This is an optimization exercise on Yosys and OpenROAD, whose aim is small area and a short achievable clock period, not a production implementation. In this exercise RTL edits were held to simulation tests only and were not proved equivalent to the original. No activity file was given, so power comes from the tool's default toggle rates.

Setup of run A:
Design pulse_sched_gen, start of the top module:
module pulse_sched_gen #(
  parameter int TW        = 32,
  parameter int QW        = 16,
  parameter int NTEMP     = 3,
  parameter int PULSE_LEN = 4,
  parameter int TNC_GAP   = 8
)(
  input  logic                  clk,
  input  logic                  rst,
  input  logic                  tick_1us,
  input  logic                  sync_in,
  input  logic                  load,
  input  logic                  en_cal,
  input  logic                  en_noise,
  input  logic [3:0]            n_temp,
  input  logic [15:0]           cal_dly,
  input  logic [TW-1:0]         dt_cal,
  input  logic [TW-1:0]         dt_noise,
  input  logic [NTEMP*TW-1:0]   p_ni,
  input  logic [NTEMP*TW-1:0]   p_ii,
  input  logic [NTEMP*TW-1:0]   p_np,
  input  logic [NTEMP*TW-1:0]   p_ip,
  input  logic [NTEMP*QW-1:0]   qit,
  output logic                  tni,
  output logic                  tki,
  output logic                  tnp,
  output logic                  tkp,
  output logic                  tobm,
  output logic                  tnc,
  output logic                  i_izl,
  output logic                  i_get,
  output logic                  error,
  output logic                  busy,
  output logic [3:0]            cur_train,
  output logic [TW-1:0]         time_now
);
Size: roughly 3,400 cells after synthesis, ~780 flip-flops, roughly 0.042 mm^2 of cells after synthesis.
==> flow/config.mk <==
export PLATFORM = sky130hd
export DESIGN_NAME = pulse_sched_gen
export DESIGN_NICKNAME = pulse_sched_gen
export VERILOG_FILES = /design/flow/design.v
export SDC_FILE = /design/flow/constraint.sdc
export NUM_CORES = 4
export LEC_CHECK = 0
export CAP_MARGIN = 20
export CORE_MARGIN = 2
export CORE_UTILIZATION = 40
export SLEW_MARGIN = 20
==> flow/constraint.sdc <==
create_clock -name core_clock -period 11.0 [get_ports {clk}]
set_input_delay 2.2000 -clock core_clock [delete_from_list [all_inputs] [get_ports {clk}]]
set_output_delay 2.2000 -clock core_clock [all_outputs]
set_load 0.01 [all_outputs]
standard.sh (not shown) runs the stock make flow with config.mk's settings and CLKGATE_MAP_FILE= SYNTH_SCRIPT=/design/flow/synth_recipe.tcl, a recipe that flattens the netlist after the stock synthesis.
==> flow/flow/run.sh <==
#!/bin/bash
# The standard layout (standard.sh, with its standard synthesis), with extra ORFS settings:
# plain buf_1 cells as the port buffers, and a setup margin that makes timing repair aim for
# more slack than the clock period needs. The clock period and constraints are unchanged.
set -euo pipefail
bash standard.sh finish SETUP_SLACK_MARGIN=7.5 CTS_CLUSTER_SIZE=24 CTS_CLUSTER_DIAMETER=100 CORE_UTILIZATION=45 "BUFFER_PORTS_ARGS=-buffer_cell sky130_fd_sc_hd__buf_1" > standard.log 2>&1
Every stage of the flow completed for run A, and the final layout passed the timing, DRC and antenna checks.
### run A -> run B
==> flow/flow/run.sh <==
#!/bin/bash
# The standard layout (standard.sh, with its standard synthesis), with extra ORFS settings:
# plain buf_1 cells as the port buffers, a setup margin that makes timing repair aim for more
# slack than the clock period needs, larger clock-tree sink clusters and a higher core
# utilisation. The clock period and the constraints are unchanged. ORFS writes each step's
# log under orfs/logs/; make's own output goes to standard.log.
set -euo pipefail
bash standard.sh finish SETUP_SLACK_MARGIN=7.5 CTS_CLUSTER_SIZE=24 CTS_CLUSTER_DIAMETER=100 CORE_UTILIZATION=50 "BUFFER_PORTS_ARGS=-buffer_cell sky130_fd_sc_hd__buf_1" > standard.log 2>&1
--- outcome ---
- Each of the runs, namely run A and run B, reached the end of the flow and came out clean.
- Per the comparison of run B with run A, via count now larger; register-to-register slack up 40 ps; first-pass GRT wire length now sits higher; die area has decreased.
- Against run A, final HPWL from detailed placement in run B rose slightly.
- Diff run A -> run B: net switching share of the total power +0.37 points; design area -about 0.9%.
- Per the comparison of run B with run A, standby leakage power down 0.53%; overall power consumption -about 0.6%.
### run B -> run C
==> flow/flow/run.sh <==
#!/bin/bash
# The standard layout (standard.sh, with its standard synthesis), with extra ORFS settings:
# plain buf_1 cells as the port buffers, and a setup margin that makes timing repair aim for
# more slack than the clock period needs. The clock period and constraints are unchanged.
set -euo pipefail
bash standard.sh finish SETUP_SLACK_MARGIN=7.65 CTS_CLUSTER_SIZE=24 CTS_CLUSTER_DIAMETER=100 CORE_UTILIZATION=50 "BUFFER_PORTS_ARGS=-buffer_cell sky130_fd_sc_hd__buf_1" > standard.log 2>&1
[summary]
- Between run B and run C, the difference in fraction of power spent switching nets is negligible.
- Run C against run B: time the final worst path needs with I/O delays and setup went up, filler-free cell count of the finished design went up, number of vias per cell dropped about 0.8%.
[inputs] run D vs run C
diff --git a/flow/flow/run.sh b/flow/flow/run.sh
--- a/flow/flow/run.sh
+++ b/flow/flow/run.sh
@@ -5,2 +5,2 @@
 set -euo pipefail
-bash standard.sh finish SETUP_SLACK_MARGIN=7.65 CTS_CLUSTER_SIZE=24 CTS_CLUSTER_DIAMETER=100 CORE_UTILIZATION=50 "BUFFER_PORTS_ARGS=-buffer_cell sky130_fd_sc_hd__buf_1" > standard.log 2>&1
+bash standard.sh finish SETUP_SLACK_MARGIN=7.5 CTS_CLUSTER_SIZE=24 CTS_CLUSTER_DIAMETER=100 CORE_UTILIZATION=50 PLACE_DENSITY=0.7 "BUFFER_PORTS_ARGS=-buffer_cell sky130_fd_sc_hd__buf_1" > standard.log 2>&1
Findings:
Run C has higher layout-stage area growth over the synthesis result than run D.
The run with more routed wire is run C, not run D.
Diff run C..run D | number of fill cells | negligible
Delta (run D minus run C): combinational gate power fell by 5.8%; total power after layout fell by 2.4%; final cell count fell by 88; clock transition at the registers of the reported paths stayed essentially flat.
Proportion of cell area spent on the clock network of run C is on par with run D.

## port drivers added, routing unchanged
No port has a modelled driver above. Below, the same layouts with a new extraction and two added sets of constraints. Step 1 (the two cells are an assumption about what drives the block):
set clk [get_ports {clk}]
set_driving_cell -lib_cell sky130_fd_sc_hd__clkbuf_16 $clk
set_driving_cell -lib_cell sky130_fd_sc_hd__buf_2 [delete_from_list [all_inputs] $clk]
Step 2 also shifts input and output timing later by t, the mid clock arrival at the registers, as if the neighbouring blocks saw the same clock. Three values: no drivers, after step 1, after step 2; two values: the first two.
run	t, ns	setup slack, ns	slew at the worst register clock pin (ns)	worst data-port slew with drivers (ns)
run A	0.701	7.252 / 7.252 / 6.678	0.11 / 0.11	0.16
run B	0.698	7.297 / 7.297 / 6.690	0.11 / 0.11	0.23
run C	0.703	7.088 / 7.088 / 6.609	0.11 / 0.11	0.27
run D	0.698	7.219 / 7.219 / 6.673	0.11 / 0.11	0.18
After both steps setup and hold are still met in every run listed. The setup slack of run B, which loses most, moves by 0.000 ns with the drivers and by -0.607 ns with both steps.
